From an optimization exercise on the open Yosys and OpenROAD flow, aimed at small area, a short achievable clock period and few clock cycles; shortcuts taken in it are not production practice.
Function was checked by simulation only, so behaviour that the tests miss may differ from the original.
Power figures rest on the tool's default switching activity, not on a simulated workload.

==> job 3483: inputs <==
==> flow/design.v (excerpt) <==
module line_clear_ctrl_module
(
    input  logic                   clk,
    input  logic                   rst,
    input  logic                   start,
    input  logic                   vblank,
    input  logic [tetris_map_pkg::MAP_W-1:0]       fixed_square_map,
    output logic                   busy,
    output logic [tetris_map_pkg::MAP_W-1:0]       map_out,
    output logic                   map_we,
    output logic                   done,
    output logic [tetris_map_pkg::LC_W-1:0]        lines_cleared
);
export LEC_CHECK = 0
export ABC_AREA = 1
export CAP_MARGIN = 20
export CORE_AREA = 5 5 295 295
export DIE_AREA = 0 0 300 300
export PLACE_DENSITY = 0.6
export SETUP_SLACK_MARGIN = 2.0
export SLEW_MARGIN = 20
create_clock -name core_clock -period 5.0 [get_ports {clk}]
standard.sh (not shown) runs the stock make flow with config.mk's settings and CLKGATE_MAP_FILE= SYNTH_SCRIPT=/design/flow/synth_recipe.tcl, a recipe that flattens the netlist after the stock synthesis.
==> flow/flow/run.sh <==
#!/bin/bash
# The standard layout (standard.sh: the standard flow's synthesis and ORFS flow), with the
# port buffers made as plain sky130 buf_1 cells instead of the delay buffer
# ORFS picks by default. Each step's log is kept under orfs/logs; make's own
# output goes to standard.log.
set -euo pipefail
bash standard.sh "BUFFER_PORTS_ARGS=-buffer_cell sky130_fd_sc_hd__buf_1" finish > standard.log 2>&1
==> job 681: changes against job 3483 <==
ABC_AREA = unset   (was 1)
==> comparison <==
- In job 3483 the sequential share of layout area is higher than in job 681, by 3.0 points.
- Of job 681 and job 3483, job 3483 has the higher maximum frequency (gap about 20%, measured against job 3483).
- In job 681 the routed wire length is larger than in job 3483, by about 13%.
- Die area is the same in job 681 and job 3483.
- Combinational power: job 681 is larger than job 3483 (27%).
- Against job 681, the clock power of job 3483 is higher by about 2%.
Testbench counts of job 3483, summed over its fixed seeds: cycles 384.
Testbench counts of job 681, summed over its fixed seeds: cycles 384.

==> trial 94: inputs <==
Another version of the RTL of line_clear_ctrl_module (not shown whole).
Settings: LEC_CHECK=0, ABC_AREA=1, CAP_MARGIN=20, CORE_AREA=5 5 235 235, CTS_BUF_LIST=sky130_fd_sc_hd__clkbuf_4 sky130_fd_sc_hd__clkbuf_8, DIE_AREA=0 0 240 240, PLACE_DENSITY=0.6, SLEW_MARGIN=20; clock period 5.0 ns.
==> flow/flow/run.sh <==
#!/bin/bash
set -euo pipefail
BUF="BUFFER_PORTS_ARGS=-buffer_cell sky130_fd_sc_hd__buf_1"
bash standard.sh "$BUF" SETUP_SLACK_MARGIN=2.3 cts > standard_to_cts.log 2>&1
bash standard.sh "$BUF" SETUP_SLACK_MARGIN=0 finish > standard_finish.log 2>&1
==> inputs of build 79, as changes to trial 94 <==
==> flow/flow/run.sh (replaced) <==
#!/bin/bash
# The standard layout (standard.sh: the standard flow's synthesis and ORFS flow), with the
# port buffers made as plain sky130 buf_1 cells instead of the delay buffer
# ORFS picks by default. Each step's log is kept under orfs/logs; make's own
# output goes to standard.log.
set -euo pipefail
bash standard.sh "BUFFER_PORTS_ARGS=-buffer_cell sky130_fd_sc_hd__buf_1" finish > standard.log 2>&1
--- a/flow/config.mk
+++ b/flow/config.mk
@@ -8,7 +8,8 @@
 export ABC_AREA = 1
 export CAP_MARGIN = 20
-export CORE_AREA = 5 5 235 235
+export CORE_AREA = 5 5 295 295
 export CTS_BUF_LIST = sky130_fd_sc_hd__clkbuf_4 sky130_fd_sc_hd__clkbuf_8
-export DIE_AREA = 0 0 240 240
+export DIE_AREA = 0 0 300 300
 export PLACE_DENSITY = 0.6
+export SETUP_SLACK_MARGIN = 2.3
 export SLEW_MARGIN = 20
==> comparison table <==
|  | build 79 | trial 94 |
|---|---|---|
| Number of fill cells | 8881 | 5495 |
| Number of clock-tree buffers in the layout | 92 | 100 |
| Post-route cell area | 29100 um2 | 25800 um2 |
| Half-perimeter wire length of the detailed placement result | 109000 um | 94000 um |
| Sequential fraction of design power | 0.425 | 0.451 |
| Latest clock arrival within the worst-skew pair | 0.73 ns | 0.71 ns |
| Per-cell routed wire length | 30.6 um | 29.3 um |
| Multi-input logic area | 10900 um2 | 9600 um2 |
| Result of the run | complete, no violations | complete, no violations |
| Cell class ranked first by area | multi-input gates | flip-flops and latches |
| DR vias/cell | 5.20 | 5.64 |
| Headroom to the max-slew limit | 0.196 | 0.352 |
| Most frequent CP cell | sky130_fd_sc_hd__nand3_4 | sky130_fd_sc_hd__nand2_1 |
| Fraction of met1 tracks used by global routing | 0.327 | 0.537 |
| Data required time of the critical path | 5.55 ns | 5.61 ns |
| Met1 wire length | 48400 um | 47300 um |
| Internal power component | 0.00576 W | 0.00556 W |
| Critical path launch point | fixed_square_map[233] | fixed_square_map[47] |
| Drt initial violations | 3318 | 3778 |
| Setup repair after global routing missed its margin | true | false |
| Clock buffer count from CTS | 72 | 70 |
| Via Count | 24200 | 23500 |
Testbench counts of trial 94, summed over its fixed seeds: cycles 384.
Testbench counts of build 79, summed over its fixed seeds: cycles 384.

==> port drivers added, routing unchanged <==
In the flow no input, the clock included, has a driving cell. The finished layouts below were timed again as built, in two steps. Step 1 sets driving cells, clkbuf_16 on the clock port and buf_2 on the other inputs (assumed; they add their load-dependent delay and slew). Step 2 also shifts input and output timing later by t, the mid clock arrival at the registers, as if the neighbouring blocks saw the same clock. a / b / c = ideal / step 1 / step 2; a / b = the first two.
run	t (ns)	setup WS [ns]	worst setup path at the end
job 3483	0.637	2.025 / 2.046 / 1.408	input to register
job 681	0.636	1.235 / 1.231 / 0.595	input to register
trial 94	0.736	2.076 / 2.048 / 1.312	input to register
build 79	0.746	2.155 / 2.113 / 1.367	input to register
After both steps setup and hold are still met in every run listed. The setup slack of build 79, which loses most, moves by -0.042 ns with the drivers and by -0.788 ns with both steps.
